This is an optimization exercise on Yosys and OpenROAD, whose aim is small area, not a production implementation. Only simulation tests tie the RTL to the original design; equivalence was not proved. Power and IR drop assume default switching activity.

==> v23: inputs <==
==> flow/design.v <==
module dmem_bit_next (
   input  logic q,
   input  logic wen,
   input  logic dn,
   output logic d
);
   assign d = wen ? q : ~dn;
endmodule
module dmem_rd_aoi3 (
   input  logic a0, s0, a1, s1, a2, s2,
   output logic y
);
   assign y = ~((a0 & s0) | (a1 & s1) | (a2 & s2));
endmodule
module dmem_responder #(
   parameter int          DEPTH = 64,
   parameter int          AW    = 6,
   parameter logic [31:0] BASE  = 32'h0000_0000
) (
   input  logic        clock,
   input  logic        reset,
   input  logic        dmemwena,
   input  logic        dmemrena,
   input  logic [31:0] aluout,
   input  logic [31:0] dmemdata,
   input  logic [1:0]  wbh,
   input  logic        wbh_fh,
   input  logic        err_clr,
   output logic [31:0] dmemout,
   output logic        err,
   output logic [31:0] err_addr,
   output logic [1:0]  err_code,
   output logic [15:0] st_count
);
   localparam logic [31:0] SPAN = 32'(DEPTH * 4);
   localparam int          NG   = (DEPTH + 2) / 3;    
   localparam logic [1:0] SZ_WORD = 2'b00;
   localparam logic [1:0] SZ_HALF = 2'b01;
   localparam logic [1:0] SZ_BYTE = 2'b10;
   localparam logic [1:0] SZ_RSVD = 2'b11;
   localparam logic [1:0] FLT_NONE  = 2'b00;
   localparam logic [1:0] FLT_ALIGN = 2'b01;
   localparam logic [1:0] FLT_RANGE = 2'b10;
   localparam logic [1:0] FLT_SIZE  = 2'b11;
   logic [31:0]   off;
   logic          in_range;
   logic [AW-1:0] idx;
   logic [1:0]    lane;
   logic          misaligned;
   logic [1:0]    fault;
   logic [3:0]    lane_mask;
   logic [31:0]   wdata_n;
   logic          commit;
   logic          capture;
   logic [31:0]      mem [DEPTH];    
   logic [DEPTH-1:0] valid;          
   logic          err_flag;
   logic [31:0]   err_addr_reg;
   logic [1:0]    err_code_reg;
   logic [15:0]   st_count_reg;
   always_comb begin
      off        = aluout - BASE;
      in_range   = (off < SPAN);
      idx        = off[AW+1:2];
      lane       = aluout[1:0];
      misaligned = ((wbh == SZ_WORD) && (lane != 2'b00)) ||
                   ((wbh == SZ_HALF) && lane[0]);
      if (wbh == SZ_RSVD)
         fault = FLT_SIZE;
      else if (!in_range)
         fault = FLT_RANGE;
      else if (misaligned)
         fault = FLT_ALIGN;
      else
         fault = FLT_NONE;
   end
   always_comb begin
      case (wbh)
         SZ_WORD: lane_mask = 4'b1111;
         SZ_HALF: lane_mask = lane[1] ? 4'b1100 : 4'b0011;
         SZ_BYTE: lane_mask = 4'b0001 << lane;
         default: lane_mask = 4'b0000;
      endcase
      wdata_n[7:0]   = ~(lane_mask[0] ? dmemdata[7:0] : 8'h00);
      wdata_n[15:8]  = ~(lane_mask[1] ? (wbh == SZ_BYTE ? dmemdata[7:0] : dmemdata[15:8]) : 8'h00);
      wdata_n[23:16] = ~(lane_mask[2] ? (wbh == SZ_WORD ? dmemdata[23:16] : dmemdata[7:0]) : 8'h00);
      wdata_n[31:24] = ~(lane_mask[3] ? (wbh == SZ_WORD ? dmemdata[31:24] :
                                         wbh == SZ_HALF ? dmemdata[15:8] : dmemdata[7:0]) : 8'h00);
      commit  = dmemwena && (fault == FLT_NONE);
      capture = (dmemwena || dmemrena) && (fault != FLT_NONE) &&
                (!err_flag || err_clr);
   end
   genvar w, b, k;
   generate
      for (w = 0; w < DEPTH; w++) begin : g_word
         logic wsel;
         assign wsel = commit && (idx == w);
         always_ff @(posedge clock or posedge reset) begin
            if (reset)
               valid[w] <= 1'b0;
            else if (wsel)
               valid[w] <= 1'b1;
         end
         for (b = 0; b < 4; b++) begin : g_lane
            logic        wen;
            logic [7:0]  nxt;
            assign wen = !(wsel && (lane_mask[b] || !valid[w]));
            for (k = 0; k < 8; k++) begin : g_bit
               dmem_bit_next u_nxt (.q(mem[w][8*b+k]), .wen(wen), .dn(wdata_n[8*b+k]), .d(nxt[k]));
            end
            always_ff @(posedge clock)
               mem[w][8*b +: 8] <= nxt;
         end
      end
   endgenerate
   logic [DEPTH-1:0] rsel;
   logic [31:0] word_rd;
   always_comb
      for (int i = 0; i < DEPTH; i++)
         rsel[i] = (idx == i) && valid[i];
   generate
      for (b = 0; b < 32; b++) begin : g_rd
         logic [NG-1:0] part_n;
         for (k = 0; k < NG; k++) begin : g_slice
            if (3*k + 2 < DEPTH) begin : g_full
               dmem_rd_aoi3 u_aoi (
                  .a0(mem[3*k][b]),   .s0(rsel[3*k]),
                  .a1(mem[3*k+1][b]), .s1(rsel[3*k+1]),
                  .a2(mem[3*k+2][b]), .s2(rsel[3*k+2]),
                  .y(part_n[k]));
            end else if (3*k + 1 < DEPTH) begin : g_two
               assign part_n[k] = ~((mem[3*k][b] & rsel[3*k]) | (mem[3*k+1][b] & rsel[3*k+1]));
            end else begin : g_one
               assign part_n[k] = ~(mem[3*k][b] & rsel[3*k]);
            end
         end
         assign word_rd[b] = ~&part_n;
      end
   endgenerate
   logic [15:0] half_sel;
   logic [7:0]  byte_sel;
   logic [31:0] load_data;
   always_comb begin
      half_sel  = lane[1] ? word_rd[31:16] : word_rd[15:0];
      byte_sel  = word_rd[8*lane +: 8];
      load_data = 32'h0;
      if (fault == FLT_NONE) begin
         case (wbh)
            SZ_WORD: load_data = word_rd;
            SZ_HALF: load_data = {{16{wbh_fh & half_sel[15]}}, half_sel};
            SZ_BYTE: load_data = {{24{wbh_fh & byte_sel[7]}}, byte_sel};
            default: load_data = 32'h0;
         endcase
      end
   end
   always_ff @(posedge clock or posedge reset) begin
      if (reset) begin
         st_count_reg <= 16'h0;
         err_flag     <= 1'b0;
         err_addr_reg <= 32'h0;
         err_code_reg <= 2'b00;
      end else begin
         if (commit && st_count_reg != 16'hFFFF)
            st_count_reg <= st_count_reg + 16'd1;
         if (capture) begin
            err_flag     <= 1'b1;
            err_addr_reg <= aluout;
            err_code_reg <= fault;
         end else if (err_clr) begin
            err_flag     <= 1'b0;
            err_addr_reg <= 32'h0;
            err_code_reg <= 2'b00;
         end
      end
   end
   assign dmemout  = load_data;
   assign err      = err_flag;
   assign err_addr = err_addr_reg;
   assign err_code = err_code_reg;
   assign st_count = st_count_reg;
endmodule
==> flow/run.sh <==
#!/bin/bash
# synth_recipe.tcl (not shown) runs the flow's synth.tcl, then flattens the netlist and writes it again
# the make line also repeats each setting of config.mk as NAME=value (left out here)
make -C /OpenROAD-flow-scripts/flow DESIGN_CONFIG=/design/flow/config.mk WORK_HOME=/design/flow/orfs CLKGATE_MAP_FILE= SYNTH_SCRIPT=/design/flow/synth_recipe.tcl finish
==> flow/config.mk <==
export PLATFORM = sky130hd
export DESIGN_NAME = dmem_responder
export DESIGN_NICKNAME = dmem_responder
export VERILOG_FILES = /design/flow/design.v
export SDC_FILE = /design/flow/constraint.sdc
export NUM_CORES = 4
export LEC_CHECK = 0
export CAP_MARGIN = 20
export CORE_MARGIN = 2
export CORE_UTILIZATION = 35
export PLACE_DENSITY = 0.45
export SLEW_MARGIN = 20
export SYNTH_HIERARCHICAL = 1
export SYNTH_MINIMUM_KEEP_SIZE = 0
==> flow/constraint.sdc <==
create_clock -name core_clock -period 10.0 [get_ports {clock}]
set_input_delay 2.0000 -clock core_clock [delete_from_list [all_inputs] [get_ports {clock}]]
set_output_delay 2.0000 -clock core_clock [all_outputs]
set_load 0.01 [all_outputs]
==> inputs of v16, as changes to v23 <==
==> flow/design.v, changed modules only <==
module dmem_cap_next (
   input  logic a,
   input  logic ld,
   input  logic q,
   input  logic hold,
   output logic d
);
   assign d = (a & ld) | (q & hold);
endmodule
module dmem_responder #(
   parameter int          DEPTH = 64,
   parameter int          AW    = 6,
   parameter logic [31:0] BASE  = 32'h0000_0000
) (
   input  logic        clock,
   input  logic        reset,
   input  logic        dmemwena,
   input  logic        dmemrena,
   input  logic [31:0] aluout,
   input  logic [31:0] dmemdata,
   input  logic [1:0]  wbh,
   input  logic        wbh_fh,
   input  logic        err_clr,
   output logic [31:0] dmemout,
   output logic        err,
   output logic [31:0] err_addr,
   output logic [1:0]  err_code,
   output logic [15:0] st_count
);
   localparam logic [31:0] SPAN = 32'(DEPTH * 4);
   localparam int          NG   = (DEPTH + 2) / 3;    
   localparam int          VG   = 4;                  
   localparam int          VB   = 2;                  
   localparam int          NV   = DEPTH / VG;
   localparam logic [1:0] SZ_WORD = 2'b00;
   localparam logic [1:0] SZ_HALF = 2'b01;
   localparam logic [1:0] SZ_BYTE = 2'b10;
   localparam logic [1:0] SZ_RSVD = 2'b11;
   localparam logic [1:0] FLT_NONE  = 2'b00;
   localparam logic [1:0] FLT_ALIGN = 2'b01;
   localparam logic [1:0] FLT_RANGE = 2'b10;
   localparam logic [1:0] FLT_SIZE  = 2'b11;
   logic [31:0]   off;
   logic          in_range;
   logic [AW-1:0] idx;
   logic [1:0]    lane;
   logic          misaligned;
   logic [1:0]    fault;
   logic [3:0]    lane_mask;
   logic [31:0]   wdata_n [VG];    
   logic [3:0]    lane_wr;         
   logic          grp_valid;       
   logic          commit;
   logic          capture;
   logic [31:0]      mem [DEPTH];    
   logic [NV-1:0]    valid;          
   logic          err_flag;
   logic [31:0]   err_addr_reg;
   logic [1:0]    err_code_reg;
   logic [15:0]   st_count_reg;
   always_comb begin
      off        = aluout - BASE;
      in_range   = (off < SPAN);
      idx        = off[AW+1:2];
      lane       = aluout[1:0];
      misaligned = ((wbh == SZ_WORD) && (lane != 2'b00)) ||
                   ((wbh == SZ_HALF) && lane[0]);
      if (wbh == SZ_RSVD)
         fault = FLT_SIZE;
      else if (!in_range)
         fault = FLT_RANGE;
      else if (misaligned)
         fault = FLT_ALIGN;
      else
         fault = FLT_NONE;
   end
   logic [31:0] st_data;
   always_comb begin
      case (wbh)
         SZ_WORD: lane_mask = 4'b1111;
         SZ_HALF: lane_mask = lane[1] ? 4'b1100 : 4'b0011;
         SZ_BYTE: lane_mask = 4'b0001 << lane;
         default: lane_mask = 4'b0000;
      endcase
      st_data[7:0]   = dmemdata[7:0];
      st_data[15:8]  = (wbh == SZ_BYTE) ? dmemdata[7:0] : dmemdata[15:8];
      st_data[23:16] = (wbh == SZ_WORD) ? dmemdata[23:16] : dmemdata[7:0];
      st_data[31:24] = (wbh == SZ_WORD) ? dmemdata[31:24] :
                       (wbh == SZ_HALF) ? dmemdata[15:8] : dmemdata[7:0];
      grp_valid = valid[idx[AW-1:VB]];
      lane_wr   = lane_mask | {4{!grp_valid}};
      for (int j = 0; j < VG; j++)
         for (int l = 0; l < 4; l++)
            wdata_n[j][8*l +: 8] = ~(st_data[8*l +: 8] &
                                     {8{lane_mask[l] && (idx[VB-1:0] == j)}});
      commit  = dmemwena && (fault == FLT_NONE);
      capture = (dmemwena || dmemrena) && (fault != FLT_NONE) &&
                (!err_flag || err_clr);
   end
   genvar w, b, k;
   generate
      for (w = 0; w < NV; w++) begin : g_grp
         always_ff @(posedge clock or posedge reset) begin
            if (reset)
               valid[w] <= 1'b0;
            else if (commit && idx[AW-1:VB] == w)
               valid[w] <= 1'b1;
         end
      end
      for (w = 0; w < DEPTH; w++) begin : g_word
         logic wsel;
         assign wsel = commit && (idx[AW-1:VB] == w / VG) &&
                       (idx[VB-1:0] == w % VG || !grp_valid);
         for (b = 0; b < 4; b++) begin : g_lane
            logic        wen;
            logic [7:0]  nxt;
            assign wen = !(wsel && lane_wr[b]);
            for (k = 0; k < 8; k++) begin : g_bit
               dmem_bit_next u_nxt (.q(mem[w][8*b+k]), .wen(wen),
                                    .dn(wdata_n[w % VG][8*b+k]), .d(nxt[k]));
            end
            always_ff @(posedge clock)
               mem[w][8*b +: 8] <= nxt;
         end
      end
   endgenerate
   logic [DEPTH-1:0] rsel;
   logic [31:0] word_rd;
   always_comb
      for (int i = 0; i < DEPTH; i++)
         rsel[i] = (idx == i) && valid[i / VG];
   generate
      for (b = 0; b < 32; b++) begin : g_rd
         logic [NG-1:0] part_n;
         for (k = 0; k < NG; k++) begin : g_slice
            if (3*k + 2 < DEPTH) begin : g_full
               dmem_rd_aoi3 u_aoi (
                  .a0(mem[3*k][b]),   .s0(rsel[3*k]),
                  .a1(mem[3*k+1][b]), .s1(rsel[3*k+1]),
                  .a2(mem[3*k+2][b]), .s2(rsel[3*k+2]),
                  .y(part_n[k]));
            end else if (3*k + 1 < DEPTH) begin : g_two
               assign part_n[k] = ~((mem[3*k][b] & rsel[3*k]) | (mem[3*k+1][b] & rsel[3*k+1]));
            end else begin : g_one
               assign part_n[k] = ~(mem[3*k][b] & rsel[3*k]);
            end
         end
         assign word_rd[b] = ~&part_n;
      end
   endgenerate
   logic [15:0] half_sel;
   logic [7:0]  byte_sel;
   logic [31:0] load_data;
   always_comb begin
      half_sel  = lane[1] ? word_rd[31:16] : word_rd[15:0];
      byte_sel  = word_rd[8*lane +: 8];
      load_data = 32'h0;
      if (fault == FLT_NONE) begin
         case (wbh)
            SZ_WORD: load_data = word_rd;
            SZ_HALF: load_data = {{16{wbh_fh & half_sel[15]}}, half_sel};
            SZ_BYTE: load_data = {{24{wbh_fh & byte_sel[7]}}, byte_sel};
            default: load_data = 32'h0;
         endcase
      end
   end
   always_ff @(posedge clock or posedge reset) begin
      if (reset)
         st_count_reg <= 16'h0;
      else if (commit && st_count_reg != 16'hFFFF)
         st_count_reg <= st_count_reg + 16'd1;
   end
   logic        cap_hold;
   logic [34:0] cap_d, cap_a, cap_q;
   assign cap_hold = !capture && !err_clr;
   assign cap_a    = {1'b1, fault, aluout};
   assign cap_q    = {err_flag, err_code_reg, err_addr_reg};
   generate
      for (b = 0; b < 35; b++) begin : g_cap
         dmem_cap_next u_cap (
            .a(cap_a[b]), .ld(capture),
            .q(cap_q[b]), .hold(cap_hold),
            .d(cap_d[b]));
      end
   endgenerate
   always_ff @(posedge clock or posedge reset) begin
      if (reset) begin
         err_flag     <= 1'b0;
         err_addr_reg <= 32'h0;
         err_code_reg <= 2'b00;
      end else begin
         {err_flag, err_code_reg, err_addr_reg} <= cap_d;
      end
   end
   assign dmemout  = load_data;
   assign err      = err_flag;
   assign err_addr = err_addr_reg;
   assign err_code = err_code_reg;
   assign st_count = st_count_reg;
endmodule
==> flow/flow/run.sh (new file) <==
#!/bin/bash
set -euo pipefail
cd "$(dirname "$0")/.."
CTS="-sink_clustering_enable -repair_clock_nets -dont_use_dummy_load -sink_clustering_size 15 -sink_clustering_max_diameter 80 -buf_list {sky130_fd_sc_hd__clkbuf_8}"
bash standard.sh "CTS_ARGS=$CTS" "BUFFER_PORTS_ARGS=-buffer_cell sky130_fd_sc_hd__buf_1" finish > standard.log 2>&1
==> flow/standard.sh (new file) <==
#!/bin/bash
# synth_recipe.tcl (not shown) runs the flow's synth.tcl, then flattens the netlist and writes it again
# the make line also repeats each setting of config.mk as NAME=value (left out here)
make -C /OpenROAD-flow-scripts/flow DESIGN_CONFIG=/design/flow/config.mk WORK_HOME=/design/flow/orfs CLKGATE_MAP_FILE= SYNTH_SCRIPT=/design/flow/synth_recipe.tcl "${@:-finish}"
--- a/flow/config.mk
+++ b/flow/config.mk
@@ -9,4 +9,4 @@
 export CORE_MARGIN = 2
-export CORE_UTILIZATION = 35
-export PLACE_DENSITY = 0.45
+export CORE_UTILIZATION = 65
+export PLACE_DENSITY = 0.75
 export SLEW_MARGIN = 20
removed: flow/run.sh
==> results.yml <==
sta:
  period_share: 0.9049
setup_path:
  crit_chain: "buf_1, nor2b_1, nand2_1, nor2_4, a222oi_1, nand4_1, nor4_1, nand2_1, o221ai_1, o21ai_0, and2_1, buf_1"
clocking:
  numCtsBuffers: 159
outcome:
  status: "timing/DRC/antenna clean"
power:
  pg_comb_mw: 0.379
Source of the figures above: v16

==> results.yml <==
outcome:
  status: "timing/DRC/antenna clean"
drt:
  wl_met2_mm: 133.7
floorplan:
  fp-row-count: 171
power:
  pg_comb_mw: 0.546
  p_sw_mw: 4.145
setup_path:
  crit_chain: "clkdlybuf4s50_1, nor2b_1, nand2_1, buf_4, nor2_4, buf_4, a222oi_1, nand4_1, nor4_1, buf_4, nor3b_1, nand2_1, a22oi_1, buf_4, a21oi_1, clkdlybuf4s50_1"
sta:
  period_share: 0.9768
Source of the figures above: v23

[what the ideal ports hide]
The results above use ideal ports. As a check the final layouts listed here were re-extracted and re-timed, cells and wires unchanged.
Step 1 assumes that a clkbuf_16 drives the clock port and a buf_2 every other input.
Step 2 adds t to the input delays and takes it off the output delays; t is the mean of the earliest and latest rising clock arrival at the registers after step 1. Input paths then give back, and output paths get back, about the clock's delay inside the block.
Slacks: no drivers / after step 1 / after step 2; pairs: no drivers / after step 1.
run	t, ns	setup WS [ns]	worst hold slack (ns)	worst register clock-pin slew, ns	worst data-port slew with drivers (ns)
v23	0.965	0.232 / 0.163 / 0.163	0.446 / 0.446 / 0.446	0.07 / 0.07	0.11
v16	0.966	0.951 / 0.923 / 0.923	0.452 / 0.452 / 0.452	0.10 / 0.10	0.15
After both steps setup and hold are still met in every run listed. For v23, which loses most, drivers alone change the setup slack by -0.069 ns; drivers and shift together by -0.069 ns.
